What follows belongs to an exercise in optimizing a design on an open flow for small area, a short achievable clock period and few clock cycles per item; a production flow would make more cautious choices. Function was checked by simulation only, so behaviour that the tests miss may differ from the original. Power figures rest on the tool's default switching activity, not on a simulated workload.

## config.mk

```make
export PLATFORM = sky130hd
export DESIGN_NAME = double_to_integer_round_convert
export DESIGN_NICKNAME = double_to_integer_round_convert
export VERILOG_FILES = /design/flow/design.v
export SDC_FILE = /design/flow/constraint.sdc
export NUM_CORES = 4
export LEC_CHECK = 0
export CAP_MARGIN = 20
export CORE_MARGIN = 2
export CORE_UTILIZATION = 40
export SLEW_MARGIN = 20
```

## constraint.sdc

```tcl
create_clock -name core_clock -period 13.5 [get_ports {aclk}]
set_input_delay 2.7000 -clock core_clock [delete_from_list [all_inputs] [get_ports {aclk}]]
set_output_delay 2.7000 -clock core_clock [all_outputs]
set_load 0.01 [all_outputs]
```

## design.v

```verilog
package d2i_pkg;
    localparam logic [1:0] MD_NEAR = 2'd0;
    localparam logic [1:0] MD_ZERO = 2'd1;
    localparam logic [1:0] MD_UP   = 2'd2;
    localparam logic [1:0] MD_DOWN = 2'd3;
    localparam logic [1:0] REQ_INTEGRAL = 2'd0;
    localparam logic [1:0] REQ_SIGNED   = 2'd1;
    function automatic logic [1:0] enc_mode(input logic [2:0] c);
        case (c)
            3'd1:    enc_mode = MD_ZERO;
            3'd2:    enc_mode = MD_UP;
            3'd3:    enc_mode = MD_DOWN;
            default: enc_mode = MD_NEAR;
        endcase
    endfunction
    function automatic logic ge_c(input logic [10:0] v, input logic [10:0] c);
        ge_c = 1'b1;
        for (int i = 0; i < 11; i++) ge_c = c[i] ? (v[i] & ge_c) : (v[i] | ge_c);
    endfunction
endpackage
module d2i_align (
    input  logic [1:0]  req,
    input  logic [63:0] x,
    input  logic [1:0]  md,
    output logic [63:0] a,       
    output logic        rnd,     
    output logic        stk,     
    output logic        lsb,     
    output logic        g_nx,    
    output logic        g_ne,    
    output logic        xs,      
    output logic [5:0]  clr,     
    output logic        ovf
);
    logic        s;
    logic [10:0] e;
    logic [51:0] f;
    logic        hid, fnz;
    logic        special, big, ovl, tiny, lt1, is_int, k_int, k_intg;
    logic [63:0] t, r, lm, mk;
    logic [5:0]  u;
    logic [63:0] th;
    logic        ulo;
    logic [51:0] fm;
    logic [52:0] sb;
    logic [52:0] m;
    always_comb begin
        s   = x[63];
        e   = x[62:52];
        f   = x[51:0];
        hid = (e != 11'd0);
        fnz = (f != 52'd0);
        m   = {hid, f};
        special = (e == 11'h7FF);
        big  = d2i_pkg::ge_c(e, 11'd1075);
        ovl  = d2i_pkg::ge_c(e, 11'd1139);
        tiny = !d2i_pkg::ge_c(e, 11'd1012);
        lt1  = !d2i_pkg::ge_c(e, 11'd1023);
        is_int = (req != d2i_pkg::REQ_INTEGRAL);
        k_int  = is_int && !special;
        k_intg = !is_int && !special && !big;
        t = {11'd0, m};
        r = {t[50:0], t[63:51]};
        for (int k = 0; k < 6; k++)
            if (e[k]) r = (r << (1 << k)) | (r >> (64 - (1 << k)));
        u   = e[5:0];
        ulo = !d2i_pkg::ge_c({5'd0, u}, 11'd51);
        for (int j = 0; j < 64; j++) th[j] = d2i_pkg::ge_c({5'd0, u}, 11'(j + 1));
        for (int i = 0; i < 64; i++)
            lm[i] = (i >= 13) ? (th[(i + 51) % 64] && ulo) : (th[i + 51] || ulo);
        for (int i = 0; i < 52; i++) fm[i] = !lm[63 - i];
        for (int i = 0; i < 53; i++) sb[i] = !lm[62 - i];
        if (big) mk = ovl ? 64'd0 : ~lm;
        else     mk = tiny ? 64'd0 : lm;
        if (special || big) begin
            rnd = 1'b0;
            stk = 1'b0;
            lsb = 1'b0;
        end else if (tiny) begin
            rnd = 1'b0;
            stk = hid | fnz;
            lsb = 1'b0;
        end else begin
            rnd = r[63];
            stk = |(m & sb);
            lsb = r[0];
        end
        g_nx = (k_int || k_intg) &&
               ((md == d2i_pkg::MD_UP && !s) || (md == d2i_pkg::MD_DOWN && s));
        g_ne = (k_int || k_intg) && (md == d2i_pkg::MD_NEAR);
        xs   = k_int && s;
        clr  = !k_intg ? 6'd0 : lt1 ? 6'd63 : 6'(6'd51 - u);
        ovf  = 1'b0;
        if (special) begin
            if (is_int) begin
                a   = {fnz, 63'd0};
                ovf = (req == d2i_pkg::REQ_SIGNED);
            end else begin
                a   = {x[63:52], x[51] | fnz, x[50:0]};
            end
        end else if (is_int) begin
            a = (r & mk) ^ {64{s}};
            if (big && req == d2i_pkg::REQ_SIGNED)
                ovf = s ? (d2i_pkg::ge_c(e, 11'd1087) || (e == 11'd1086 && fnz))
                        : d2i_pkg::ge_c(e, 11'd1086);
        end else if (big) begin
            a = x;
        end else if (lt1) begin
            a = {s, 63'h3FEF_FFFF_FFFF_FFFF};
        end else begin
            a = {x[63:52], f | fm};
        end
    end
endmodule
module d2i_round (
    input  logic [63:0] a,
    input  logic        rnd,
    input  logic        stk,
    input  logic        lsb,
    input  logic        g_nx,
    input  logic        g_ne,
    input  logic        xs,
    input  logic [5:0]  clr,
    output logic [63:0] res,
    output logic        inx
);
    logic        inc;
    logic [63:0] sum;
    logic [63:0] keep;
    always_comb begin
        inc = (g_nx && (rnd || stk)) || (g_ne && rnd && (stk || lsb));
        sum = a + {63'd0, inc ^ xs};
        for (int i = 0; i < 64; i++) keep[i] = inc || !d2i_pkg::ge_c({5'd0, clr}, 11'(i + 1));
        res = sum & keep;
        inx = rnd || stk;
    end
endmodule
module double_to_integer_round_convert (
    input  logic        aclk,
    input  logic        aresetn,
    input  logic        cfg_valid,
    output logic        cfg_ready,
    input  logic [2:0]  cfg_data,
    input  logic        s_valid,
    output logic        s_ready,
    input  logic [1:0]  s_req_type,
    input  logic [63:0] s_operand_bits,
    input  logic [2:0]  s_round_sel,
    output logic        m_valid,
    input  logic        m_ready,
    output logic [63:0] m_result_bits,
    output logic        m_inexact_flag,
    output logic        m_overflow_flag
);
    logic [1:0]  mode_reg;
    logic        in_valid_reg;
    logic [1:0]  in_req_reg;
    logic [63:0] in_x_reg;
    logic [1:0]  in_mode_reg;
    logic        mid_valid_reg;
    logic [63:0] mid_a_reg;
    logic        mid_rnd_reg;
    logic        mid_stk_reg;
    logic        mid_lsb_reg;
    logic        mid_gnx_reg;
    logic        mid_gne_reg;
    logic        mid_xs_reg;
    logic [5:0]  mid_clr_reg;
    logic        mid_ovf_reg;
    logic        out_valid_reg;
    logic [63:0] out_res_reg;
    logic        out_inx_reg;
    logic        out_ovf_reg;
    logic        skid_valid_reg;
    logic        ready_reg;          
    logic [63:0] skid_res_reg;
    logic        skid_inx_reg;
    logic        skid_ovf_reg;
    logic        go;
    logic [63:0] a;
    logic        rnd, stk, lsb, g_nx, g_ne, xs, ovf;
    logic [5:0]  clr;
    logic [63:0] res;
    logic        inx;
    assign cfg_ready = 1'b1;
    assign go      = !skid_valid_reg;
    assign s_ready = ready_reg;
    always_ff @(posedge aclk) begin
        if (!aresetn) mode_reg <= d2i_pkg::MD_NEAR;
        else if (cfg_valid) mode_reg <= d2i_pkg::enc_mode(cfg_data);
    end
    always_ff @(posedge aclk) begin
        if (!aresetn) in_valid_reg <= 1'b0;
        else if (go) in_valid_reg <= s_valid;
        if (go) begin
            in_req_reg  <= s_req_type;
            in_x_reg    <= s_operand_bits;
            in_mode_reg <= (s_round_sel == 3'd0) ? mode_reg : d2i_pkg::enc_mode(s_round_sel);
        end
    end
    d2i_align u_align (.req(in_req_reg), .x(in_x_reg), .md(in_mode_reg),
                       .a(a), .rnd(rnd), .stk(stk), .lsb(lsb), .g_nx(g_nx), .g_ne(g_ne),
                       .xs(xs), .clr(clr), .ovf(ovf));
    always_ff @(posedge aclk) begin
        if (!aresetn) mid_valid_reg <= 1'b0;
        else if (go) mid_valid_reg <= in_valid_reg;
        if (go) begin
            mid_a_reg   <= a;
            mid_rnd_reg <= rnd;
            mid_stk_reg <= stk;
            mid_lsb_reg <= lsb;
            mid_gnx_reg <= g_nx;
            mid_gne_reg <= g_ne;
            mid_xs_reg  <= xs;
            mid_clr_reg <= clr;
            mid_ovf_reg <= ovf;
        end
    end
    d2i_round u_round (.a(mid_a_reg), .rnd(mid_rnd_reg), .stk(mid_stk_reg), .lsb(mid_lsb_reg),
                       .g_nx(mid_gnx_reg), .g_ne(mid_gne_reg), .xs(mid_xs_reg),
                       .clr(mid_clr_reg), .res(res), .inx(inx));
    always_ff @(posedge aclk) begin
        if (!aresetn) begin
            out_valid_reg  <= 1'b0;
            skid_valid_reg <= 1'b0;
            ready_reg      <= 1'b1;
        end else begin
            if (skid_valid_reg) begin
                if (m_ready) begin
                    out_valid_reg  <= 1'b1;
                    skid_valid_reg <= 1'b0;
                    ready_reg      <= 1'b1;
                end
            end else if (!out_valid_reg || m_ready) begin
                out_valid_reg <= mid_valid_reg;
            end else if (mid_valid_reg) begin
                skid_valid_reg <= 1'b1;
                ready_reg      <= 1'b0;
            end
        end
        if (skid_valid_reg) begin
            if (m_ready) begin
                out_res_reg <= skid_res_reg;
                out_inx_reg <= skid_inx_reg;
                out_ovf_reg <= skid_ovf_reg;
            end
        end else if (!out_valid_reg || m_ready) begin
            out_res_reg <= res;
            out_inx_reg <= inx;
            out_ovf_reg <= mid_ovf_reg;
        end else begin
            skid_res_reg <= res;
            skid_inx_reg <= inx;
            skid_ovf_reg <= mid_ovf_reg;
        end
    end
    assign m_valid         = out_valid_reg;
    assign m_result_bits   = out_res_reg;
    assign m_inexact_flag  = out_inx_reg;
    assign m_overflow_flag = out_ovf_reg;
endmodule
```

## flow/run.sh

```bash
#!/bin/bash
# The standard layout (standard.sh: the standard synthesis, then ORFS to the
# final layout), with setup repair aimed at a 3.9 ns period instead of the
# 13.5 ns clock: SETUP_SLACK_MARGIN makes repair_timing keep going until each
# path has that much slack. The constraints themselves are unchanged.
# Every ORFS step writes its own log under orfs/logs/; make's output goes to
# flow_make.log in the work folder.
set -euo pipefail
bash standard.sh SETUP_SLACK_MARGIN=9.6 finish > flow_make.log 2>&1
```

## standard.sh

```bash
#!/bin/bash
# synth_recipe.tcl (not shown) runs the flow's synth.tcl, then flattens the netlist and writes it again
# the make line also repeats each setting of config.mk as NAME=value (left out here)
make -C /OpenROAD-flow-scripts/flow DESIGN_CONFIG=/design/flow/config.mk WORK_HOME=/design/flow/orfs CLKGATE_MAP_FILE= SYNTH_SCRIPT=/design/flow/synth_recipe.tcl "${@:-finish}"
```

==> run summary, run 1 <==
- The flow ran to the end and the layout has no timing, DRC or antenna violations.
- The HPWL after detailed placement is ~74,000 um.
- The DRC violations left is 0.
- The category of the most critical setup path is reg -> reg.
- In the final routed layout, each cell accounts on average for 36.2 um.
- For flop-to-flop paths, the worst setup slack is around 9.4 ns.
- Synthesis produced between 2k and 2.5k cells.
- At the end of the flow, the number of nets in the layout was about 2.3k.
- The critical-path maximum fanout is 45.
- Of the post-synthesis cell area, the dominant cell type holds 0.396.
- The number of failing setup endpoints in the final timing report is 0.
- The maximum frequency from static timing analysis is ~250 MHz.
- After clock tree synthesis, the clock-pin slew on the worst setup and hold paths is approximately 0.06 ns.
- The average via count per standard cell is approximately 6.8.
- The overall routing resource usage is 0.384.
- Power spread over the standard cell area amounts to approximately 110 mW/mm2.
- At the worst endpoint, the required time is roughly 14 ns.
- After global routing the overflow that remains totals 0.
- The synthesis-stage register bit count is about 280.
- The quantity of hold-fixing buffers added after cts is 0.
- The maximum root-to-sink buffer count is 3.
- The number of buffers and inverters on the critical path is 3.
- The largest net degree at the start of global routing is 106.
- The congestion estimate from routability-driven global placement came to roughly 1.1.
- The endpoint of the most critical register-to-register path is mid_stk_reg.
- The average cell area after synthesis is 9.95 um2.
- At the worst endpoint, the arrival time is about 4.4 ns.
- The initial antenna violation count is 4.
- In this run the worst hold path is classified as reg -> reg.
- The floorplan die area is between 0.05 and 0.06 mm2.
- Traced cell by cell, the critical path runs through buf_4 -> buf_6 -> nand2_1 -> a2bb2oi_2 -> buf_4 -> a31o_2 -> o22ai_1 -> a211oi_1 -> nand4_1 -> o21a_1.
- Yosys attributes the largest share of cell area to sky130_fd_sc_hd__edfxtp_1, sky130_fd_sc_hd__mux4_2, sky130_fd_sc_hd__mux2i_1.
- The Yosys warning count is 3.
- The cell count of the worst reg-to-reg path is 10.
- The tool flagged a number of max-cap violations equal to 0.
- For this design the top-level I/O count stands at 146.
- The synthesized area is around 0.021 mm2.
- The area of the core region is between 0.05 and 0.06 mm2.
- In this run the core area contains 84 standard-cell rows.
- The share of synthesized registers carrying an async set or reset is 0.
- Setup repair after global routing could not meet its margin everywhere.
- The final layout contains routed wiring with a total length of about 100,000 um.
- The count of endpoints failing hold in the final timing report was 0.
- The routed design could run at a clock period as short as 4.05 ns.
- The cell with the largest stage delay on the worst path is sky130_fd_sc_hd__a211oi_1.
- The share of synthesized area occupied by flip-flops and latches is 0.402.
- The maximum vdd drop is 0.0944 mV.
- The number of port buffers is 144.
- For this run, the share of the core covered by cells in the final layout is 0.466.
- On the critical path the largest part of the delay comes from compound AO/OA/AOI/OAI gates.
- The startpoint identified for the worst hold timing path is mid_ovf_reg.
- The DRC violation total after the first TritonRoute iteration is approximately 3.1k.
- The tree is rooted in a sky130_fd_sc_hd__clkbuf_16.
- The number of clock buffers added by TritonCTS is 36.
- The number of global-route vias before repair is about 19k.
- The cell repeated most along the worst path is sky130_fd_sc_hd__buf_4.
- The worst setup path is launched from a register.
- The setup total negative slack is 0 ns.
- The leakage component of the power is approximately 8.5 nW.
- The post-synthesis to final-layout area growth is 15.7%.
- The fraction of final layout cells sized beyond drive strength 1 is 0.178.
- The total nets after synthesis is between 2k and 2.5k.
- The max-slew violation count is 0.
- The post-route clock period utilization is 0.300.
- The clock tree from TritonCTS is yes.
- The sink of the worst hold path is skid_ovf_reg.
- For this configuration, the core starts out at a cell density of 0.403.
- The count of flip-flops with a built-in enable after synthesis is about 280.
- The number of H-tree levels is 2.
- The first global-routing pass estimated about 150,000 um of wire.
- Counting distinct cell types in the post-synthesis netlist gives 82.
- The transition time at the pin with the least slew margin is 1.11 ns.
- The synthesized design spends more area on one cell type than any other, namely sky130_fd_sc_hd__edfxtp_1.
- For this run, the leading register cell type out of synthesis is sky130_fd_sc_hd__edfxtp_1.
- The depth of the worst hold-timing path is 0.
- Measured against its own limit, the worst slew margin works out to 0.257.
- The clock skew after layout is ~0.047 ns.
- The kind of end point of the critical path is a register.
- Measured along the y axis, the die boundary spans ~230 um.
- The clock sink total is approximately 280.
- The beginning of the worst register-to-register path is in_x_reg[55].
- Once detail routing completed, the nets flagged for antenna violations numbered 0.
- For the worst-skew pair, the clock arrives at the later sink with an insertion delay of around 0.60 ns.
- The first detailed-routing pass took 6 iterations.
- Ranked by instance count, the synthesized netlist is headed by sky130_fd_sc_hd__edfxtp_1, sky130_fd_sc_hd__nor2_1, sky130_fd_sc_hd__nand2_1.
- The via count of the routed design is around 20k.
- The floorplan step set the die width to between 200 and 250 um.
- sky130_fd_sc_hd__edfxtp_1 is the most common cell in the netlist.
- The worst stage delay on the critical path is 0.73 ns.
-- worst max-delay path by stage --
| stage | from | endpoint | cells after the start |
|---|---|---|---|
| 6_report | in_x_reg[55] | mid_stk_reg | 10 |
| 5_1_grt | in_x_reg[53] | mid_stk_reg | 13 |
| 3_3_place_gp | in_x_reg[52] | mid_a_reg[40] | 10 |
| 4_1_cts | out_res_reg[54] | m_result_bits[54] | 1 |
| 2_1_floorplan | m_ready | skid_inx_reg | 2 |
| 3_5_place_dp | in_x_reg[52] | mid_a_reg[40] | 10 |
-- area by class of cell --
type	count	area, um2
fill	5006	27900
multi-input combinational	1610	11800
sequential	284	8470
timing repair buffer	211	1900
clock buffer	40	916
tap	688	861
clock inverter	26	229
inverter	32	134
antenna	3	7.51
-- worst register-to-register path: stages (launching register included) --
cell	delay [ns]
sky130_fd_sc_hd__edfxtp_1	0.32
sky130_fd_sc_hd__buf_4	0.28
sky130_fd_sc_hd__buf_6	0.45
sky130_fd_sc_hd__nand2_1	0.50
sky130_fd_sc_hd__a2bb2oi_2	0.24
sky130_fd_sc_hd__buf_4	0.33
sky130_fd_sc_hd__a31o_2	0.21
sky130_fd_sc_hd__o22ai_1	0.09
sky130_fd_sc_hd__a211oi_1	0.73
sky130_fd_sc_hd__nand4_1	0.38
sky130_fd_sc_hd__o21a_1	0.28
-- kinds of logic after synthesis --
| logic type | Yosys count | share of synthesized area |
|---|---|---|
| AND/OR/NAND/NOR | 645 | 0.144 |
| AO/OA/AOI/OAI | 630 | 0.196 |
| flip-flops | 284 | 0.402 |
| multiplexers | 258 | 0.180 |
| buffers and inverters | 219 | 0.0444 |
| XOR/XNOR | 67 | 0.0279 |
| adder cells (fa/ha/maj) | 9 | 0.00535 |
| other | 1 | 0.000178 |
-- metal layers --
metal  global-route usage  wire length [um]
met1                0.475             39200
met2                0.605             47000
met3               0.0728              9660
met4                0.267              8770
met5                    0                 0
-- cell usage in the layout, fill, tap and decap left out, types with 12 or more instances in the layout --
cell and n:
sky130_fd_sc_hd__mux2_2 68, sky130_fd_sc_hd__a21oi_1 127, sky130_fd_sc_hd__and2_1 15, sky130_fd_sc_hd__o21ai_0 158, sky130_fd_sc_hd__o31ai_1 56, sky130_fd_sc_hd__nand4_1 29, sky130_fd_sc_hd__or3_1 18, sky130_fd_sc_hd__o211ai_1 35
sky130_fd_sc_hd__o22ai_1 32, sky130_fd_sc_hd__a211oi_1 32, sky130_fd_sc_hd__clkdlybuf4s15_1 19, sky130_fd_sc_hd__nor2b_1 20, sky130_fd_sc_hd__nor2_1 191, sky130_fd_sc_hd__inv_1 25, sky130_fd_sc_hd__buf_4 48, sky130_fd_sc_hd__edfxtp_1 277
sky130_fd_sc_hd__clkbuf_2 35, sky130_fd_sc_hd__o221ai_1 12, sky130_fd_sc_hd__nor3_1 29, sky130_fd_sc_hd__a22oi_1 16, sky130_fd_sc_hd__nand2_1 190, sky130_fd_sc_hd__mux2i_1 101, sky130_fd_sc_hd__nor4_1 16, sky130_fd_sc_hd__and3_1 25
sky130_fd_sc_hd__clkbuf_16 38, sky130_fd_sc_hd__nand2b_1 13, sky130_fd_sc_hd__xnor2_1 32, sky130_fd_sc_hd__xor2_1 35, sky130_fd_sc_hd__clkinv_2 12, sky130_fd_sc_hd__clkdlybuf4s50_1 76, sky130_fd_sc_hd__nand3_1 46, sky130_fd_sc_hd__mux4_2 86
sky130_fd_sc_hd__a31oi_1 17, sky130_fd_sc_hd__o21a_1 14
-- report_power, final --
group / switching, W / internal [W]
clock network: 0.000411 / 0.000551
logic: 0.000398 / 0.000245
registers: 0.000102 / 0.00105
total: 0.000912 / 0.00185
-- through the flow --
| step | power (W) | hold slack, ns | setup slack [ns] | area (um2) | instances |
|---|---|---|---|---|---|
| after floorplan | 0.00148 | 0.422 | 9.23 | 21000 | 2113 |
| after CTS | 0.00275 | 0.480 | 9.60 | 24400 | 2883 |
| after detailed placement | 0.00179 | 0.465 | 8.68 | 23000 | 2815 |
| after global routing | 0.00284 | 0.494 | 9.58 | 24300 | 2891 |
| final | 0.00276 | 0.480 | 9.45 | 24300 | 2894 |
| after global placement | 0.00179 | 0.438 | 8.69 | 23000 | 2812 |
-- what timing repair did --
item / CTS / global route
gates cloned: 0 / 2
buffers inserted: 2 / 6
gates resized for setup: 196 / 66
endpoints found under the setup margin: 236 / 150
pin swaps: 2 / 1
Testbench counts, summed over its fixed seeds: cycles 24,024, items 24,000.
==> run 2: changes to the inputs <==
==> run.sh (new file) <==
#!/bin/bash
# synth_recipe.tcl (not shown) runs the flow's synth.tcl, then flattens the netlist and writes it again
# the make line also repeats each setting of config.mk as NAME=value (left out here)
make -C /OpenROAD-flow-scripts/flow DESIGN_CONFIG=/design/flow/config.mk WORK_HOME=/design/flow/orfs CLKGATE_MAP_FILE= SYNTH_SCRIPT=/design/flow/synth_recipe.tcl finish
--- a/config.mk
+++ b/config.mk
@@ -8,4 +8,5 @@
 export CAP_MARGIN = 20
 export CORE_MARGIN = 2
 export CORE_UTILIZATION = 40
+export SETUP_SLACK_MARGIN = 5
 export SLEW_MARGIN = 20
removed: flow/run.sh
removed: standard.sh
==> run summary, run 2 <==
- The flow ran to the end and the layout has no timing, DRC or antenna violations.
- The congestion estimate from routability-driven global placement came to between 1 and 1.5.
- Along the worst path, the maximum fanout reaches 53.
- In this run the deepest clock path goes through 3 buffers.
- The final core utilization is 0.461.
- The vertical die dimension is around 230 um.
- The initial antenna violation count came to 3.
- The post-synthesis cell count is 2,113.
- The kind of launch point of the worst setup path is a register.
- STA classifies the critical path endpoint as a register.
- At the end of the flow, the number of nets in the layout was between 2k and 2.5k.
- Of the total power, the share spent switching nets is 0.311.
- Using the TritonRoute via totals, the vias-per-cell ratio works out to 6.71.
- The post-CTS setup buffer count is 0.
- The clock skew after layout is approximately 0.028 ns.
- The filler cell count in the final layout is approximately 5k.
- The routed layout has roughly 19k vias.
- The transition time at the pin with the least slew margin is 1.16 ns.
- After synthesis the cells add up to 0.0210 mm2.
- For this run, the top clock speed supported by timing is 193 MHz.
- The number of hold buffers added after CTS was 0.
- The initial utilization of the core area, before any placement, comes to 0.403.
- The clock tree from TritonCTS is yes.
- The most common library cell in the layout ignoring fill and taps is sky130_fd_sc_hd__edfxtp_1.
- In the final layout, the multi-input gates occupy roughly 0.012 mm2.
- The max-slew violation count was 0.
- The largest net degree at the start of global routing is 104.
- The share of synthesized registers carrying an async set or reset is 0.
- The beginning of the worst register-to-register path is in_x_reg[52].
- After layout, the minimum clock period comes to approximately 5.2 ns.
- The count of endpoints failing hold in the final timing report was 0.
- The clock latency reported for the late side of the worst-skew pair is about 0.57 ns.
- After legalization and detailed placement, the total HPWL measured about 68,000 um.
- The internal portion of the total power is 0.00187 W.
- Dividing the synthesized area by the synthesized cell count gives between 9 and 10 um2.
- By count the netlist is led by sky130_fd_sc_hd__edfxtp_1, sky130_fd_sc_hd__nor2_1, sky130_fd_sc_hd__nand2_1.
- The post-layout instance area is about 0.024 mm2.
- Summed over all cells, the static leakage comes to approximately 8.3 nW.
- After synthesis, the cell types taking the most area are sky130_fd_sc_hd__edfxtp_1, sky130_fd_sc_hd__mux4_2, sky130_fd_sc_hd__mux2i_1.
- The number of standard-cell rows in the floorplan is 84.
- The overall routing resource usage is 0.347.
- The arrival time of the worst setup path is ~5.5 ns.
- The library cell used as clock root buffer is sky130_fd_sc_hd__clkbuf_16.
- The number of global-route vias before repair came to 18.5k.
- The wire length after detailed routing is roughly 95,000 um.
- Setup repair after global routing left no endpoint under its margin.
- sky130_fd_sc_hd__edfxtp_1 takes more of the synthesized area than any other cell.
- In this run, synthesis inferred roughly 280 flip-flops with an integrated enable.
- CTS saw about 280 sinks.
- The fraction of final layout cells sized beyond drive strength 1 is 0.134.
- The total nets after synthesis is about 2.2k.
- Relative to the synthesized area, the layout overhead comes to 14.6%.
- The share of Yosys cell area claimed by the top area cell type is 0.396.
- The most used flip-flop cell after synthesis is sky130_fd_sc_hd__edfxtp_1.
- The number of port buffers is ~140.
- The area of the core region is ~0.052 mm2.
- The synthesis-stage register bit count is 284.
- VDD sags by at most around 0.092 mV.
- The setup path with the least slack is of type reg -> reg.
- The post-place instance area is approximately 0.023 mm2.
- In this run the horizontal extent of the chip is 233 um.
- In the routed design, unresolved DRC markers number 0.
- Max-cap violations in this run came to 0.
- The H-tree generated during clock tree synthesis spans 2 levels.
- The sequential cells in the finished layout cover a total of roughly 0.0085 mm2.
- The total design power is around 0.0027 W.
- The count of nets left with antenna violations after detail routing is 0.
- The Yosys step of the flow raised 3 warnings.
- The die covers between 0.05 and 0.06 mm2.
- After global routing the overflow that remains totals 0.
- Synthesis instantiated 82 different standard cells from the library.
- The min-delay analysis places its worst path in the category reg -> reg.
- The global-route wire length before repair is 135,000 um.
- The library cells used most frequently in the layout, excluding fill and tap cells, are sky130_fd_sc_hd__edfxtp_1, sky130_fd_sc_hd__nor2_1, sky130_fd_sc_hd__nand2_1.
- The share of power burned in the clock network is 0.349.
- At the worst endpoint, the required time is 13.78 ns.
- The first detailed-routing pass took 9 iterations.
- In the final routed layout, each cell accounts on average for ~33 um.
- The net switching power is around 0.00085 W.
- Clock tree synthesis inserted a total of 35 buffers.
- The hold path startpoint is mid_ovf_reg.
- The clock transition at the registers of the reported paths is 0.06 ns.
- The worst hold slack is 0.459 ns.
- The logic gate share of total power is 0.230.
- The power density normalized to cell area is ~110 mW/mm2.
- The worst pin sits at a relative slew slack of 0.217.
- The setup total negative slack is 0 ns.
- By instance count, the leading cell after synthesis is sky130_fd_sc_hd__edfxtp_1.
- The number of failing setup endpoints in the final timing report is 0.
- In this run the worst setup path begins at in_x_reg[52].
- The fraction of power consumed by sequential logic is 0.421.
- The share of synthesized area occupied by flip-flops and latches is 0.402.
- In this run, the number of DRC markers left after iteration 0 of detailed routing was approximately 2.7k.
- The post-route clock period utilization is 0.383.
- For this design the top-level I/O count stands at 146.
- Post-CTS repair changed the size of 0 cells.
[run 2: power by group through the flow]
stage | logic (W) | registers (W) | clock network (W)
detailed placement | 0.000607 | 0.00116 | 0
floorplan | 0.000362 | 0.00112 | 0
global route | 0.000658 | 0.00115 | 0.00100
finish | 0.000626 | 0.00115 | 0.000949
global placement | 0.000607 | 0.00116 | 0
CTS | 0.000609 | 0.00114 | 0.000967
[run 2: path summary, 6_finish.rpt]
| path | end | slack [ns] | cells after the start |
|---|---|---|---|
| setup / recovery | mid_a_reg[46] | 8.33 | 9 |
| hold / removal | skid_ovf_reg | 0.46 | 0 |
| setup reg to reg | mid_a_reg[46] | 8.33 | 9 |
| hold reg to reg | skid_ovf_reg | 0.46 | 0 |
[run 2: cell families (layout without fill, tap and decap cells)]
kind of cell             after synthesis  count (layout)  share of synthesized area
multiplexers                         258             258                      0.180
buffers and inverters                219             288                     0.0444
AND/OR/NAND/NOR                      645             645                      0.144
XOR/XNOR                              67              67                     0.0279
adder cells (fa/ha/maj)                9               9                    0.00535
AO/OA/AOI/OAI                        630             630                      0.196
other                                  1               3                   0.000178
flip-flops                           284             284                      0.402
[run 2: final cells by class]
type	instances	share of cell area
inverters	32	0.00519
well taps	688	0.0357
clock inverters	16	0.00815
diodes	2	0.000208
repair buffers	192	0.0753
clock buffers	48	0.0392
flip-flops and latches	284	0.351
multi-input cells	1610	0.485
[run 2: stage by stage]
step	instances	worst slack, ns
detailed placement	2806	8.46
global route	2871	8.12
finish	2872	8.33
floorplan	2113	7.40
CTS	2870	8.45
global placement	2806	8.46
[run 2: worst max-delay path, stage by stage, from the launching register on]
cell,delay (ns)
sky130_fd_sc_hd__edfxtp_1,0.58
sky130_fd_sc_hd__buf_4,0.55
sky130_fd_sc_hd__buf_4,0.59
sky130_fd_sc_hd__buf_4,0.76
sky130_fd_sc_hd__mux2i_1,0.24
sky130_fd_sc_hd__mux4_2,0.64
sky130_fd_sc_hd__a222oi_1,0.83
sky130_fd_sc_hd__a32oi_1,0.35
sky130_fd_sc_hd__nand2_1,0.14
sky130_fd_sc_hd__o211ai_1,0.09
[run 2: routing by layer]
layer / GRT usage / up-vias / routed length, um
met4: 0.210 / 0 / 6360
met5: 0 / - / 0
met3: 0.0718 / 320 / 8940
met1: 0.437 / 9318 / 36300
li1: - / 8284 / -
met2: 0.550 / 1359 / 43200
==> run 3: changes to the inputs <==
--- a/design.v
+++ b/design.v
@@ -29,7 +29,7 @@
     output logic        g_nx,    
     output logic        g_ne,    
     output logic        xs,      
-    output logic [5:0]  clr,     
+    output logic        kig,     
     output logic        ovf
 );
     logic        s;
@@ -89,7 +89,7 @@
                ((md == d2i_pkg::MD_UP && !s) || (md == d2i_pkg::MD_DOWN && s));
         g_ne = (k_int || k_intg) && (md == d2i_pkg::MD_NEAR);
         xs   = k_int && s;
-        clr  = !k_intg ? 6'd0 : lt1 ? 6'd63 : 6'(6'd51 - u);
+        kig  = k_intg;
         ovf  = 1'b0;
         if (special) begin
             if (is_int) begin
@@ -120,17 +120,23 @@
     input  logic        g_nx,
     input  logic        g_ne,
     input  logic        xs,
-    input  logic [5:0]  clr,
+    input  logic        kig,
     output logic [63:0] res,
     output logic        inx
 );
     logic        inc;
     logic [63:0] sum;
     logic [63:0] keep;
+    logic        lt1;
+    logic [5:0]  n;
     always_comb begin
         inc = (g_nx && (rnd || stk)) || (g_ne && rnd && (stk || lsb));
         sum = a + {63'd0, inc ^ xs};
-        for (int i = 0; i < 64; i++) keep[i] = inc || !d2i_pkg::ge_c({5'd0, clr}, 11'(i + 1));
+        lt1 = (a[62:52] == 11'h3FE);
+        n   = 6'(6'd51 - a[57:52]);
+        for (int i = 0; i < 64; i++)
+            keep[i] = inc || !kig || (i == 63) ||
+                      (!lt1 && !d2i_pkg::ge_c({5'd0, n}, 11'(i + 1)));
         res = sum & keep;
         inx = rnd || stk;
     end
@@ -165,7 +171,7 @@
     logic        mid_gnx_reg;
     logic        mid_gne_reg;
     logic        mid_xs_reg;
-    logic [5:0]  mid_clr_reg;
+    logic        mid_kig_reg;
     logic        mid_ovf_reg;
     logic        out_valid_reg;
     logic [63:0] out_res_reg;
@@ -178,8 +184,7 @@
     logic        skid_ovf_reg;
     logic        go;
     logic [63:0] a;
-    logic        rnd, stk, lsb, g_nx, g_ne, xs, ovf;
-    logic [5:0]  clr;
+    logic        rnd, stk, lsb, g_nx, g_ne, xs, kig, ovf;
     logic [63:0] res;
     logic        inx;
     assign cfg_ready = 1'b1;
@@ -200,7 +205,7 @@
     end
     d2i_align u_align (.req(in_req_reg), .x(in_x_reg), .md(in_mode_reg),
                        .a(a), .rnd(rnd), .stk(stk), .lsb(lsb), .g_nx(g_nx), .g_ne(g_ne),
-                       .xs(xs), .clr(clr), .ovf(ovf));
+                       .xs(xs), .kig(kig), .ovf(ovf));
     always_ff @(posedge aclk) begin
         if (!aresetn) mid_valid_reg <= 1'b0;
         else if (go) mid_valid_reg <= in_valid_reg;
@@ -212,13 +217,13 @@
             mid_gnx_reg <= g_nx;
             mid_gne_reg <= g_ne;
             mid_xs_reg  <= xs;
-            mid_clr_reg <= clr;
+            mid_kig_reg <= kig;
             mid_ovf_reg <= ovf;
         end
     end
     d2i_round u_round (.a(mid_a_reg), .rnd(mid_rnd_reg), .stk(mid_stk_reg), .lsb(mid_lsb_reg),
                        .g_nx(mid_gnx_reg), .g_ne(mid_gne_reg), .xs(mid_xs_reg),
-                       .clr(mid_clr_reg), .res(res), .inx(inx));
+                       .kig(mid_kig_reg), .res(res), .inx(inx));
     always_ff @(posedge aclk) begin
         if (!aresetn) begin
             out_valid_reg  <= 1'b0;
==> flow/run.sh (new file) <==
#!/bin/bash
# The standard layout (standard.sh: the standard synthesis, then ORFS to the
# final layout), with setup repair aimed at a 3.9 ns period instead of the
# 13.5 ns clock: SETUP_SLACK_MARGIN makes repair_timing keep going until each
# path has that much slack. The constraints themselves are unchanged.
# Every ORFS step writes its own log under orfs/logs/; make's output goes to
# flow_make.log in the work folder.
set -euo pipefail
bash standard.sh SETUP_SLACK_MARGIN=9.6 finish > flow_make.log 2>&1
==> standard.sh (new file) <==
#!/bin/bash
# synth_recipe.tcl (not shown) runs the flow's synth.tcl, then flattens the netlist and writes it again
# the make line also repeats each setting of config.mk as NAME=value (left out here)
make -C /OpenROAD-flow-scripts/flow DESIGN_CONFIG=/design/flow/config.mk WORK_HOME=/design/flow/orfs CLKGATE_MAP_FILE= SYNTH_SCRIPT=/design/flow/synth_recipe.tcl "${@:-finish}"
--- a/config.mk
+++ b/config.mk
@@ -5,8 +5,8 @@
 export SDC_FILE = /design/flow/constraint.sdc
 export NUM_CORES = 4
 export LEC_CHECK = 0
+export ABC_AREA = 1
 export CAP_MARGIN = 20
 export CORE_MARGIN = 2
-export CORE_UTILIZATION = 40
-export SETUP_SLACK_MARGIN = 5
+export CORE_UTILIZATION = 55
 export SLEW_MARGIN = 20
removed: run.sh
==> run summary, run 3 <==
- The adder and majority cell fraction of the synthesized area is 0.00603.
- Summing all flip-flop and latch instances after layout gives around 0.0083 mm2.
- Summing all multi-input logic gate instances after layout gives 0.0110 mm2.
- The fraction of the mapped netlist area in compound gates was 0.123.
- The worst setup path is launched from a register.
- Across the routed clock network, the largest skew measured is approximately 0.023 ns.
- The floorplan step defined a core boundary enclosing between 0.03 and 0.04 mm2.
- In the finished design, the share of the clock period the worst path needs comes to 0.288.
- The maximum frequency from static timing analysis is 257 MHz.
- The wire length after detailed routing is around 100,000 um.
- The transition time at the pin with the least slew margin is between 1 and 1.5 ns.
- The final weighted congestion of routability-driven global placement is ~1.2.
- The library cell used as clock root buffer is sky130_fd_sc_hd__clkbuf_16.
- The relative slew slack is 0.216.
- During synthesis, Yosys emitted a total of 3 warnings.
- Setup violations remaining at the end of the flow were counted as 0.
- The synthesis-stage register bit count is approximately 280.
- The detail route stage leaves a number of antenna-violating nets equal to 0.
- The DRC violation total after the first TritonRoute iteration is 4,133.
- Fill cells in the final layout number ~3.3k.
- The overall routing resource usage is 0.505.
- Leaving out fill and tap cells, the most frequent cell in the layout is sky130_fd_sc_hd__nand2_1.
- The total design power is roughly 0.0027 W.
- STA puts the critical path data required time at about 11 ns.
- STA classifies the critical path endpoint as an output port.
- VDD sags by at most about 0.11 mV.
- The synthesized design contains approximately 270 enable-type register cells.
- The flow ran to the end and the layout has no timing, DRC or antenna violations.
- Dividing the synthesized area by the synthesized cell count gives roughly 7.1 um2.
- The average routed wire per standard cell is roughly 28 um.
- The global-route wire length before repair is between 100,000 and 150,000 um.
- The smallest clock period supported by the final layout is computed as between 3 and 4 ns.
- The tree built by TritonCTS fans out to approximately 280 sinks.
- For this run, the register share of the synthesized area comes to 0.401.
- Max-cap violations in this run came to 0.
- The number of port buffers is ~140.
- The share of synthesized registers carrying an async set or reset is 0.
- The critical-path maximum fanout is 1.
- The share of synthesized area spent on multiplexers is 0.000483.
- The HPWL after detailed placement is 73,100 um.
- The routed layout has roughly 24k vias.
- The worst hold path class is reg -> reg.
- From left edge to right edge, the die measures between 150 and 200 um.
- Grouping stages by cell kind, the critical path spends the most delay in flip-flops.
- The final worst slack is 9.61 ns.
- The post-synthesis to final-layout area growth is 13.1%.
- The leakage component of the power is 10.1 nW.
- The post-synthesis cell count is a little under 3k.
- The count of endpoints failing hold in the final timing report is 0.
- TritonCTS built the clock tree.
- The longest clock path from root to sink contains 3 buffers.
- In this design, the stage delay of the slowest critical-path cell is approximately 0.36 ns.
- The most numerous cell in the Yosys netlist is sky130_fd_sc_hd__nand2_1.
- The share of synthesized area in the top cell type comes to 0.394.
- The average via count per standard cell is between 6 and 7.
- After clock tree synthesis, the clock-pin slew on the worst setup and hold paths is ~0.06 ns.
- In this run the number of H-tree levels came out at 1.
- After synthesis, the largest family of logic cells by area is simple AND/OR/NAND/NOR gates.
- The number of global-route vias before repair is ~21k.
- The netlist uses 62 different library cells.
- The parity-gate share of the synthesized area counting xor and xnor cells is 0.0194.
- Sorting the synthesized cells by how often they occur yields sky130_fd_sc_hd__nand2_1, sky130_fd_sc_hd__nand3_1, sky130_fd_sc_hd__edfxtp_1.
- STA puts the critical path data arrival time at approximately 1.2 ns.
- Walking the worst path, the cells encountered are clkdlybuf4s15_2.
- The clock reaches the later pin of the worst-skew pair after ~0.62 ns.
- The number of CTS-inserted buffers is 29.
- The cell with the largest stage delay on the worst path is sky130_fd_sc_hd__edfxtp_1.
- The initial antenna violation count is 8.
- Adding up every negative setup slack in the final design gives 0 ns.
- The number of buffers and inverters on the critical path is 1.
- When the netlist entered floorplanning its net count stood at around 3.0k.
- The dominant register cell in the synthesized netlist is sky130_fd_sc_hd__edfxtp_1.
- For this configuration, the core starts out at a cell density of 0.555.
- The floorplan die area is 0.0393 mm2.
- The category of the most critical setup path is reg -> out.
- The vertical die dimension is ~200 um.
- The max-slew violation count came to 0.
- After detailed routing, the number of remaining DRC violations is 0.
- Setup repair after global routing left no endpoint under its margin.
- The remaining global-route overflow is 0.
- The cell taking the most area after synthesis is sky130_fd_sc_hd__edfxtp_1.
- Before antenna repair, the detailed router went through 10 iterations.
- The floorplan has 71 rows.
- The number of nets in the layout is roughly 3.1k.
- The synthesized area is 0.0207 mm2.
- In the layout the commonest cells are sky130_fd_sc_hd__nand2_1, sky130_fd_sc_hd__nand3_1, sky130_fd_sc_hd__edfxtp_1.
- ~150 I/O pins were placed.
- Of the total synthesized cell area, the portion taken by AND, OR, NAND and NOR gates is 0.374.
- The worst hold slack is between 0.4 and 0.5 ns.
- By area the synthesized netlist is led by sky130_fd_sc_hd__edfxtp_1, sky130_fd_sc_hd__nand2_1, sky130_fd_sc_hd__nand3_1.
- In this run the power density over the cells is between 100 and 150 mW/mm2.
- Entering global routing, the biggest net connects 87 pins.
- The fraction of final layout cells sized beyond drive strength 1 is 0.0846.
- Before CTS, the worst setup slack after placement is between 8 and 9 ns.
run 3: changes by cell type after synthesis, moves of 27 or more:
cell,before,now
sky130_fd_sc_hd__a211oi_1,32,5
sky130_fd_sc_hd__mux2_2,68,0
sky130_fd_sc_hd__o31ai_1,56,3
sky130_fd_sc_hd__inv_1,29,229
sky130_fd_sc_hd__nand3_1,47,508
sky130_fd_sc_hd__mux2i_1,102,1
sky130_fd_sc_hd__clkbuf_1,128,68
sky130_fd_sc_hd__o21ai_0,162,202
sky130_fd_sc_hd__mux4_2,86,0
sky130_fd_sc_hd__nand2_1,191,871
run 3: power by group:
part           internal (W)  switching [W]
Combinational      0.000210       0.000544
Clock              0.000488       0.000360
Sequential          0.00105      0.0000822
run 3: worst paths after layout:
kind	start	slack, ns	end	depth (start not counted)
worst max-delay path	out_res_reg[11]	9.61	m_result_bits[11]	1
worst min register to register	mid_ovf_reg	0.45	skid_ovf_reg	0
worst max register to register	in_x_reg[57]	9.63	mid_a_reg[29]	13
worst min-delay path	mid_ovf_reg	0.45	skid_ovf_reg	0
run 3: metal layers:
layer  global-route usage  vias up  wire, um
met1                0.572    10700     32300
met5                    0        -        36
met3                0.179      695     14400
li1                     -    10200         -
met4                0.449        6     11900
met2                0.754     2167     42100
run 3: layout make-up:
cell class,count,share of cell area
diodes,4,0.000427
clock buffers,40,0.0335
clock inverters,14,0.00864
inverters,240,0.0397
multi-input cells,2255,0.468
flip-flops and latches,279,0.354
well taps,511,0.0272
repair buffers,198,0.0685
run 3: cell families after synthesis:
kind of cell | Yosys count
other cells | 1
buf+inv | 400
mux | 1
simple gates | 1750
xor+xnor | 46
compound gates | 447
flops | 279
fa+ha+maj | 10
run 3: timing repair:
item                                   CTS  global route
pin swaps                                0             4
buffers inserted                         3            17
endpoints found under the hold margin    0             0
gates cloned                             0             1
setup endpoints to repair              268            86
hold buffers                             0             0
gates resized for setup                264            43
run 3: metrics by stage:
step                      utilization  instance area [um2]  cells
final                           0.627                23500   3541
after detailed placement        0.600                22500   3462
after global placement          0.600                22500   3462
after global routing            0.627                23500   3539
after floorplan                     -                20800   2934
after CTS                       0.624                23300   3519
Testbench counts of run 3, summed over its fixed seeds: cycles 24,024, items 24,000.
==> run 4: changes to the inputs <==
--- a/design.v
+++ b/design.v
@@ -23,11 +23,8 @@
     input  logic [63:0] x,
     input  logic [1:0]  md,
     output logic [63:0] a,       
-    output logic        rnd,     
-    output logic        stk,     
-    output logic        lsb,     
-    output logic        g_nx,    
-    output logic        g_ne,    
+    output logic        inc,     
+    output logic        inx,     
     output logic        xs,      
     output logic        kig,     
     output logic        ovf
@@ -44,6 +41,8 @@
     logic [51:0] fm;
     logic [52:0] sb;
     logic [52:0] m;
+    logic        rnd, stk, lsb;   
+    logic        g_nx, g_ne;      
     always_comb begin
         s   = x[63];
         e   = x[62:52];
@@ -88,6 +87,8 @@
         g_nx = (k_int || k_intg) &&
                ((md == d2i_pkg::MD_UP && !s) || (md == d2i_pkg::MD_DOWN && s));
         g_ne = (k_int || k_intg) && (md == d2i_pkg::MD_NEAR);
+        inc  = (g_nx && (rnd || stk)) || (g_ne && rnd && (stk || lsb));
+        inx  = rnd || stk;
         xs   = k_int && s;
         kig  = k_intg;
         ovf  = 1'b0;
@@ -114,23 +115,16 @@
 endmodule
 module d2i_round (
     input  logic [63:0] a,
-    input  logic        rnd,
-    input  logic        stk,
-    input  logic        lsb,
-    input  logic        g_nx,
-    input  logic        g_ne,
+    input  logic        inc,
     input  logic        xs,
     input  logic        kig,
-    output logic [63:0] res,
-    output logic        inx
+    output logic [63:0] res
 );
-    logic        inc;
     logic [63:0] sum;
     logic [63:0] keep;
     logic        lt1;
     logic [5:0]  n;
     always_comb begin
-        inc = (g_nx && (rnd || stk)) || (g_ne && rnd && (stk || lsb));
         sum = a + {63'd0, inc ^ xs};
         lt1 = (a[62:52] == 11'h3FE);
         n   = 6'(6'd51 - a[57:52]);
@@ -138,7 +132,6 @@
             keep[i] = inc || !kig || (i == 63) ||
                       (!lt1 && !d2i_pkg::ge_c({5'd0, n}, 11'(i + 1)));
         res = sum & keep;
-        inx = rnd || stk;
     end
 endmodule
 module double_to_integer_round_convert (
@@ -165,11 +158,8 @@
     logic [1:0]  in_mode_reg;
     logic        mid_valid_reg;
     logic [63:0] mid_a_reg;
-    logic        mid_rnd_reg;
-    logic        mid_stk_reg;
-    logic        mid_lsb_reg;
-    logic        mid_gnx_reg;
-    logic        mid_gne_reg;
+    logic        mid_inc_reg;
+    logic        mid_inx_reg;
     logic        mid_xs_reg;
     logic        mid_kig_reg;
     logic        mid_ovf_reg;
@@ -184,7 +174,7 @@
     logic        skid_ovf_reg;
     logic        go;
     logic [63:0] a;
-    logic        rnd, stk, lsb, g_nx, g_ne, xs, kig, ovf;
+    logic        inc, xs, kig, ovf;
     logic [63:0] res;
     logic        inx;
     assign cfg_ready = 1'b1;
@@ -204,26 +194,22 @@
         end
     end
     d2i_align u_align (.req(in_req_reg), .x(in_x_reg), .md(in_mode_reg),
-                       .a(a), .rnd(rnd), .stk(stk), .lsb(lsb), .g_nx(g_nx), .g_ne(g_ne),
+                       .a(a), .inc(inc), .inx(inx),
                        .xs(xs), .kig(kig), .ovf(ovf));
     always_ff @(posedge aclk) begin
         if (!aresetn) mid_valid_reg <= 1'b0;
         else if (go) mid_valid_reg <= in_valid_reg;
         if (go) begin
             mid_a_reg   <= a;
-            mid_rnd_reg <= rnd;
-            mid_stk_reg <= stk;
-            mid_lsb_reg <= lsb;
-            mid_gnx_reg <= g_nx;
-            mid_gne_reg <= g_ne;
+            mid_inc_reg <= inc;
+            mid_inx_reg <= inx;
             mid_xs_reg  <= xs;
             mid_kig_reg <= kig;
             mid_ovf_reg <= ovf;
         end
     end
-    d2i_round u_round (.a(mid_a_reg), .rnd(mid_rnd_reg), .stk(mid_stk_reg), .lsb(mid_lsb_reg),
-                       .g_nx(mid_gnx_reg), .g_ne(mid_gne_reg), .xs(mid_xs_reg),
-                       .kig(mid_kig_reg), .res(res), .inx(inx));
+    d2i_round u_round (.a(mid_a_reg), .inc(mid_inc_reg), .xs(mid_xs_reg),
+                       .kig(mid_kig_reg), .res(res));
     always_ff @(posedge aclk) begin
         if (!aresetn) begin
             out_valid_reg  <= 1'b0;
@@ -251,11 +237,11 @@
             end
         end else if (!out_valid_reg || m_ready) begin
             out_res_reg <= res;
-            out_inx_reg <= inx;
+            out_inx_reg <= mid_inx_reg;
             out_ovf_reg <= mid_ovf_reg;
         end else begin
             skid_res_reg <= res;
-            skid_inx_reg <= inx;
+            skid_inx_reg <= mid_inx_reg;
             skid_ovf_reg <= mid_ovf_reg;
         end
     end
==> run summary, run 4 <==
- The flow ran to the end and the layout has no timing, DRC or antenna violations.
- The die is around 200 um tall.
- The floorplan die area is about 0.039 mm2.
- The maximum vdd drop is 0.144 mV.
- The number of global-route vias before repair came to between 20k and 25k.
- The die boundary width is ~200 um.
- Of the total power, the share spent switching nets is 0.366.
- Counting every net in the synthesized netlist gives between 3k and 4k.
- The mapped netlist covers roughly 0.021 mm2.
- During I/O placement, the number of pins put on the boundary was ~150.
- The worst hold slack is roughly 0.46 ns.
- The logic gate share of total power is 0.273.
- After clock tree synthesis, the flow added hold-fix buffers numbering 0.
- Data on the critical path arrives at its endpoint at roughly 4.3 ns.
- The region available for standard cell placement spans 0.0373 mm2.
- The worst pin sits at a relative slew slack of 0.194.
- Counting tap cells, the placed design contains a total of between 3k and 4k instances.
- The share of power burned in the clock network is 0.312.
- The net switching power is 0.000994 W.
- The clock skew after layout is approximately 0.015 ns.
- The number of CTS-inserted buffers is 30.
- The worst hold path was traced through 0 stages.
- The clock tree from TritonCTS is yes.
- Counting the fill cells in the layout gives 3,368.
- After synthesis, the cell types taking the most area are sky130_fd_sc_hd__edfxtp_1, sky130_fd_sc_hd__nand2_1, sky130_fd_sc_hd__nand3_1.
- The remaining global-route overflow is 0.
- The initialized floorplan defines between 70 and 80 standard-cell rows.
- At the worst endpoint, the required time is between 10 and 15 ns.
- The tree is rooted in a sky130_fd_sc_hd__clkbuf_16.
- Using the TritonRoute via totals, the vias-per-cell ratio works out to roughly 6.8.
- Setup violations remaining at the end of the flow were counted as 0.
- Counting along the longest clock path gives a buffer depth of 3.
- Across the run, the number of max-cap violations was 0.
- In the final timing run, aggregate negative setup slack is 0 ns.
- The wire length after detailed routing is a little under 100,000 um.
- Setup repair after global routing could not meet its margin everywhere.
- The leakage component of the power is about 9.8 nW.
- In this run the worst hold path is classified as reg -> reg.
- The number of H-tree levels is 1.
- The share of synthesized registers carrying an async set or reset is 0.
- The final weighted congestion of routability-driven global placement is roughly 1.2.
- After detailed routing, the number of remaining DRC violations is 0.
- The share of Yosys cell area claimed by the top area cell type is 0.391.
- Derived from the worst setup path, the maximum achievable clock frequency is 253 MHz.
- The fraction of final layout cells sized beyond drive strength 1 is 0.0784.
- The kind of launch point of the worst setup path is a register.
- For the pin with the worst max-slew slack, the measured transition is 1.20 ns.
- The count of endpoints failing hold in the final timing report was 0.
- The initial utilization of the core area, before any placement, comes to 0.554.
- The max-slew violation count is 0.
- Cell internal power was estimated by the tool at 0.00172 W.
- Power spread over the standard cell area amounts to approximately 120 mW/mm2.
- For this run, the total global-route usage over all layers was measured as 0.495.
- After clock tree synthesis, the clock-pin slew on the worst setup and hold paths is roughly 0.06 ns.
- The cell taking the most area after synthesis is sky130_fd_sc_hd__edfxtp_1.
- The count of flip-flops with a built-in enable after synthesis is between 200 and 300.
- The shortest period the worst path allows is 3.96 ns.
- Setup slack on the worst reg-to-reg path comes out at between 9 and 10 ns.
- The library cells used most frequently in the layout, excluding fill and tap cells, are sky130_fd_sc_hd__nand2_1, sky130_fd_sc_hd__nand3_1, sky130_fd_sc_hd__edfxtp_1.
- In the final design database the tool counted about 3.1k nets.
- The share of synthesized area occupied by flip-flops and latches is 0.398.
- The count of nets left with antenna violations after detail routing is 0.
- The synthesis-stage register bit count is about 280.
- Dividing the final minimum period by the clock period gives 0.293.
- After the flow finishes, the layout carries non-filler instances totaling roughly 3.5k.
- The fraction of power consumed by sequential logic is 0.415.
- The most numerous cell in the Yosys netlist is sky130_fd_sc_hd__nand2_1.
- By count the netlist is led by sky130_fd_sc_hd__nand2_1, sky130_fd_sc_hd__nand3_1, sky130_fd_sc_hd__edfxtp_1.
- After layout, the worst setup slack is 9.54 ns.
- The HPWL after detailed placement is approximately 72,000 um.
- The dominant register cell in the synthesized netlist is sky130_fd_sc_hd__edfxtp_1.
- Before CTS, the worst setup slack after placement is 7.71 ns.
- In this run, the number of DRC markers left after iteration 0 of detailed routing was a little over 4k.
- The library cell used most frequently in the layout, excluding fill and tap cells, is sky130_fd_sc_hd__nand2_1.
- The final core utilization is 0.622.
- The initial antenna violation count was 4.
- The worst setup path is captured at a register.
- The final route contains between 20k and 25k vias.
- The Yosys step of the flow raised 3 warnings.
- After technology mapping, the gate count stands at roughly 2.9k.
- The average routed wire per standard cell is 28.4 um.
- The worst setup path is of the reg -> reg kind.
- Relative to the synthesized area, the layout overhead comes to 12.2%.
- The critical-path maximum fanout is 40.
- The global-route wire length before repair is 141,000 um.
- The count of buffers added on input and output ports is 144.
- The number of distinct library cell variants in the gate-level netlist after synthesis is between 50 and 60.
- The clock net in this run drives a total of between 200 and 300 sinks.
- The clock latency reported for the late side of the worst-skew pair is 0.62 ns.
- The number of optimization iterations in the first detailed-route pass is 7.
- The average cell area after synthesis is 7.08 um2.
- The cell count of the worst reg-to-reg path is 14.
- The largest net degree at the start of global routing is 114.
## run 4: changes by cell type in the layout (fill, tap and decap cells not counted), sizes merged, moves of 5 or more
cell / before / now
a21boi: 8 / 2
a21oi: 119 / 159
a22oi: 3 / 10
clkbuf: 51 / 37
inv: 240 / 232
nand2: 880 / 846
nand3: 512 / 528
nand4: 55 / 60
nor2: 206 / 183
o211ai: 38 / 46
o21a: 4 / 22
o21ai: 218 / 195
o22ai: 10 / 4
## run 4: final cells by class
type	count	area (um2)	area share
Multi-Input combinational cell	2249	11000	0.474
Antenna cell	1	2.50	0.000108
Clock buffer	33	762	0.0328
Tap cell	474	593	0.0256
Inverter	231	920	0.0396
Timing Repair Buffer	185	1460	0.0629
Sequential cell	276	8220	0.354
Clock inverter	22	251	0.0108
## run 4: kinds of logic after synthesis
group | Yosys count | synth area share
xor+xnor | 45 | 0.0191
compound gates | 481 | 0.134
other cells | 1 | 0.000181
buf+inv | 396 | 0.0779
fa+ha+maj | 9 | 0.00545
flops | 276 | 0.398
simple gates | 1713 | 0.366
## run 4: critical path, cell delays in order (launching register included)
cell	delay, ns
sky130_fd_sc_hd__edfxtp_1	0.33
sky130_fd_sc_hd__buf_4	0.32
sky130_fd_sc_hd__nand2_1	0.18
sky130_fd_sc_hd__nand2_1	0.14
sky130_fd_sc_hd__nand2_1	0.08
sky130_fd_sc_hd__inv_1	0.12
sky130_fd_sc_hd__ha_4	0.26
sky130_fd_sc_hd__inv_2	0.13
sky130_fd_sc_hd__nand3_2	0.14
sky130_fd_sc_hd__nand2_8	0.22
sky130_fd_sc_hd__inv_16	0.28
sky130_fd_sc_hd__nand2_8	0.21
sky130_fd_sc_hd__o21ai_0	0.14
sky130_fd_sc_hd__o2111ai_1	0.48
sky130_fd_sc_hd__o211ai_1	0.62
## run 4: timing repair
item,in CTS,in global routing
endpoints found under the setup margin,270,74
pin swaps,0,1
setup buffers,0,6
gates resized for setup,283,38
## run 4: path summary, 6_finish.rpt
kind | from | endpoint
worst min-delay path | mid_inx_reg | skid_inx_reg
worst max-delay path | in_x_reg[52] | mid_a_reg[11]
worst max register to register | in_x_reg[52] | mid_a_reg[11]
worst min register to register | mid_inx_reg | skid_inx_reg
## run 4: layer usage
| metal | share of wire | vias to the layer above | track usage |
|---|---|---|---|
| met5 | 0.0012 | - | 0.0153 |
| met4 | 0.11 | 8 | 0.429 |
| met3 | 0.14 | 616 | 0.157 |
| met2 | 0.42 | 2127 | 0.743 |
| met1 | 0.33 | 10800 | 0.572 |
| li1 | - | 10200 | - |
## run 4: power by group through the flow
| stage | combinational [W] | clock, W | sequential (W) |
|---|---|---|---|
| after floorplan | 0.000412 | 0 | 0.00112 |
| after global placement | 0.000709 | 0 | 0.00114 |
| after detailed placement | 0.000719 | 0 | 0.00114 |
| after CTS | 0.000697 | 0.000847 | 0.00112 |
| after global routing | 0.000783 | 0.000879 | 0.00113 |
| final | 0.000742 | 0.000848 | 0.00113 |
## run 4: metrics by stage
stage          power (W)  cell area, um2
5_1_grt          0.00279           23200
4_1_cts          0.00266           23100
3_5_place_dp     0.00186           22300
3_3_place_gp     0.00185           22300
6_report         0.00272           23200
2_1_floorplan    0.00153           20700
Testbench counts of run 4, summed over its fixed seeds: cycles 24,024, items 24,000.
==> run 5: changes to the inputs <==
--- a/config.mk
+++ b/config.mk
@@ -5,7 +5,6 @@
 export SDC_FILE = /design/flow/constraint.sdc
 export NUM_CORES = 4
 export LEC_CHECK = 0
-export ABC_AREA = 1
 export CAP_MARGIN = 20
 export CORE_MARGIN = 2
 export CORE_UTILIZATION = 55
==> run summary, run 5 <==
- The share of synthesized area occupied by flip-flops and latches is 0.402.
- The kind of cell with the highest combined delay along the critical path is compound AO/OA/AOI/OAI gates.
- The tightest hold path in the finished design has a slack of around 0.50 ns.
- The leakage component of the power is 7.96 nW.
- The path class of the tightest hold or removal check is reg -> reg.
- The most common cell in the synthesized netlist is sky130_fd_sc_hd__edfxtp_1.
- The initial antenna violation count is 4.
- The HPWL after detailed placement is ~63,000 um.
- Setup repair after global routing could not meet its margin everywhere.
- For the finished layout, the period the worst path requires is between 3 and 4 ns.
- The final weighted congestion of routability-driven global placement is 1.16.
- The worst stage delay on the critical path is a little over 0.7 ns.
- The share of synthesized area in the top cell type comes to 0.395.
- In this run the mean area of a mapped cell was ~10 um2.
- Adding up every negative setup slack in the final design gives 0 ns.
- Once routing completed, OpenROAD measured the worst setup slack at about 9.6 ns.
- The net switching power is between 0.0008 and 0.0009 W.
- The kind of launch point of the worst setup path is a register.
- By area the synthesized netlist is led by sky130_fd_sc_hd__edfxtp_1, sky130_fd_sc_hd__mux4_2, sky130_fd_sc_hd__mux2i_1.
- The fraction of final layout cells sized beyond drive strength 1 is 0.152.
- The category of the most critical setup path is reg -> reg.
- The clock sink total is 276.
- Entering global routing, the biggest net connects 92 pins.
- The post-synthesis cell count is about 2k.
- The count of endpoints failing hold in the final timing report is 0.
- The number of distinct library cell variants in the gate-level netlist after synthesis is 93.
- The global-route wire length before repair is about 130,000 um.
- The first detailed-routing pass took 9 iterations.
- The vertical die dimension is 197 um.
- The flow ran to the end and the layout has no timing, DRC or antenna violations.
- The Yosys warning count is 3.
- The max-slew violation count is 0.
- The number of primary I/O pins is between 100 and 150.
- Of the total power, registers draw 0.427.
- The DRC violations left is 0.
- In this run the critical register-to-register path is launched from in_x_reg[56].
- The number of buffers and inverters on the critical path is 2.
- Summed over all layers, the global routing overflow is 0.
- The average routed wire per standard cell is roughly 34 um.
- The maximum root-to-sink buffer count is 3.
- In the global route stage, overall resource usage came out at 0.451.
- The kind of end point of the critical path is a register.
- Traced cell by cell, the critical path runs through buf_4 -> buf_4 -> nor2_2 -> a22oi_1 -> o22ai_1 -> a211oi_1 -> nand4_1 -> o311ai_1 -> a221oi_1.
- The clock tree from TritonCTS is yes.
- Between clock sinks in the finished design, the worst skew comes to around 0.031 ns.
- The initial utilization of the core area, before any placement, comes to 0.559.
- The number of maximum-capacitance violations is 0.
- Of the total power, the share spent switching nets is 0.333.
- The die is 197 um wide.
- Of all flip-flops after synthesis, the portion carrying an async set or reset was 0.
- The average via count per standard cell is ~7.5.
- In the layout the commonest cells are sky130_fd_sc_hd__edfxtp_1, sky130_fd_sc_hd__nor2_1, sky130_fd_sc_hd__nand2_1.
- The filler cell count in the final layout is slightly below 3k.
- Of the total power, combinational logic draws 0.268.
- In this run, synthesis produced a sequential element count of 276.
- The most used flip-flop cell after synthesis is sky130_fd_sc_hd__edfxtp_1.
- Tracing the worst setup path back leads to its startpoint at in_x_reg[56].
- For the worst setup path, the data arrival time is 4.22 ns.
- The number of standard-cell rows in the floorplan is 70.
- The library cell used as clock root buffer is sky130_fd_sc_hd__clkbuf_16.
- The wire length after detailed routing is between 80,000 and 90,000 um.
- The via count of the routed design is about 20k.
- The synthesized area is a little over 0.02 mm2.
- The floorplan step defined a die boundary enclosing around 0.039 mm2.
- The post-route clock period utilization is 0.289.
- Sorting the synthesized cells by how often they occur yields sky130_fd_sc_hd__edfxtp_1, sky130_fd_sc_hd__nor2_1, sky130_fd_sc_hd__nand2_1.
- The cell taking the most area after synthesis is sky130_fd_sc_hd__edfxtp_1.
- IR analysis of the VDD net gives a maximum drop of ~0.12 mV.
- The post-synthesis to final-layout area growth is 12.2%.
- The internal power is between 0.0015 and 0.002 W.
- The cell with the largest stage delay on the worst path is sky130_fd_sc_hd__buf_4.
- The transition time at the pin with the least slew margin is between 1 and 1.5 ns.
- The later pin in the worst-skew pair is clocked with a latency of 0.58 ns.
- Buffers placed on the I/O ports in this run total 144.
- The total nets after synthesis is between 2k and 2.5k.
- The cell repeated most along the worst path is sky130_fd_sc_hd__buf_4.
- Of all nets on the critical path, the largest fanout is 59.
- In this run the most critical hold path is launched from mode_reg[1].
- The share of power burned in the clock network is 0.306.
- The number of nets in the layout is approximately 2.2k.
- The worst slack at placement is a little under 9 ns.
- Timing would allow up to ~260 MHz.
- The required time at the worst-slack endpoint is ~14 ns.
- Dividing total power by cell area gives a power density of 115 mW/mm2.
- The clock transition at the registers of the reported paths is approximately 0.060 ns.
- The count of nets left with antenna violations once routing finished came out at 0.
- The relative slew slack is 0.208.
- The number of CTS-inserted buffers is 29.
- The detailed router finished its first iteration with between 3k and 4k violations.
- The number of global-route vias before repair came to ~18k.
- The most common library cell in the layout ignoring fill and taps is sky130_fd_sc_hd__edfxtp_1.
- The number of failing setup endpoints in the final timing report is 0.
- The region available for standard cell placement spans 0.0366 mm2.
- The number of H-tree levels is 1.
- The synthesized design contains about 270 enable-type register cells.
- The quantity of hold-fixing buffers added after cts is 0.
run 5: cell types whose count changed after synthesis, sizes merged, moves of 30 or more:
cell / before / now
nand2: 846 / 169
nand3: 528 / 53
inv: 230 / 25
mux4: 0 / 82
mux2i: 0 / 81
mux2: 0 / 71
o21ai: 195 / 154
o31ai: 1 / 41
a211oi: 6 / 45
nand4: 60 / 21
clkbuf: 60 / 97
buf: 105 / 75
run 5: tightest hold or removal path: stages (launching register included):
cell and delay, ns:
sky130_fd_sc_hd__dfxtp_1 0.31, sky130_fd_sc_hd__nand2b_1 0.07, sky130_fd_sc_hd__a21boi_0 0.07
run 5: metrics by stage:
step	area, um2	power [W]	utilization	instances
finish	23000	0.00264	0.627	2589
global route	22900	0.00270	0.627	2586
CTS	23000	0.00260	0.628	2581
detailed placement	22000	0.00182	0.602	2528
global placement	22000	0.00181	0.602	2527
floorplan	20500	0.00151	-	2045
run 5: logic make-up after synthesis:
family          after synthesis  synth area share
compound gates              632             0.201
simple gates                629             0.148
flops                       276             0.402
mux                         234             0.170
buf+inv                     201            0.0467
xor+xnor                     63            0.0270
fa+ha+maj                     9           0.00551
other cells                   1          0.000183
run 5: worst paths after layout:
check / endpoint / cells past startpoint / slack (ns)
worst max register to register: mid_inc_reg / 9 / 9.59
worst max-delay path: mid_inc_reg / 9 / 9.59
worst min-delay path: mode_reg[1] / 2 / 0.50
worst min register to register: mode_reg[1] / 2 / 0.50
run 5: timing repair:
action | in CTS | in global routing
pin swaps | 1 | 2
setup buffers | 0 | 5
cloned | 1 | 0
hold endpoints to repair | 0 | 0
resized for setup | 192 | 46
endpoints found under the setup margin | 211 | 111
run 5: layer usage:
metal / global-route usage / wire length (um) / up-vias
met5: 0 / 15 / -
li1: - / - / 8086
met2: 0.683 / 38100 / 1765
met1: 0.557 / 30900 / 9190
met4: 0.309 / 7850 / 2
met3: 0.133 / 11800 / 501
run 5: layout make-up:
type                    count  area [um2]  area share
inverters                  29         116     0.00507
repair buffers            192        1690      0.0735
well taps                 468         586      0.0255
multi-input cells        1569       11400       0.496
diodes                      3        7.51    0.000327
clock buffers              32         737      0.0321
clock inverters            20         208     0.00905
flip-flops and latches    276        8220       0.358
run 5: power groups by stage:
| stage | clock [W] | combinational (W) | sequential, W |
|---|---|---|---|
| 2_1_floorplan | 0 | 0.000407 | 0.00110 |
| 3_3_place_gp | 0 | 0.000677 | 0.00113 |
| 3_5_place_dp | 0 | 0.000685 | 0.00114 |
| 4_1_cts | 0.000807 | 0.000675 | 0.00112 |
| 5_1_grt | 0.000842 | 0.000729 | 0.00113 |
| 6_report | 0.000807 | 0.000706 | 0.00113 |

==> re-timing with driven ports <==
No port has a modelled driver above. Below, the same layouts with a new extraction and two added sets of constraints.
Step 1 (the two cells are an assumption about what drives the block):
set clk [get_ports {aclk}]
set_driving_cell -lib_cell sky130_fd_sc_hd__clkbuf_16 $clk
set_driving_cell -lib_cell sky130_fd_sc_hd__buf_2 [delete_from_list [all_inputs] $clk]
Step 2 times the ports against the registers' clock, not the clock port: input delays grow and output delays shrink by t, the midpoint of the rising clock arrivals with the driver on.
Slacks: ideal / step 1 / step 2; pairs: ideal / step 1.
run | shift t [ns] | slack for setup (ns) | slew at the worst register clock pin (ns) | worst slew at a driven data input, ns
run 1 | 0.639 | 9.449 / 9.449 / 9.076 | 0.07 / 0.07 | 0.07
run 2 | 0.612 | 8.330 / 8.330 / 8.330 | 0.06 / 0.06 | 0.05
run 3 | 0.670 | 9.614 / 9.552 / 9.020 | 0.08 / 0.08 | 0.12
run 4 | 0.669 | 9.543 / 9.543 / 9.070 | 0.07 / 0.07 | 0.06
run 5 | 0.625 | 9.592 / 9.553 / 9.156 | 0.06 / 0.06 | 0.06
After both steps every run listed still meets setup and hold. For run 3, which loses most, drivers alone change the setup slack by -0.062 ns; drivers and shift together by -0.594 ns.
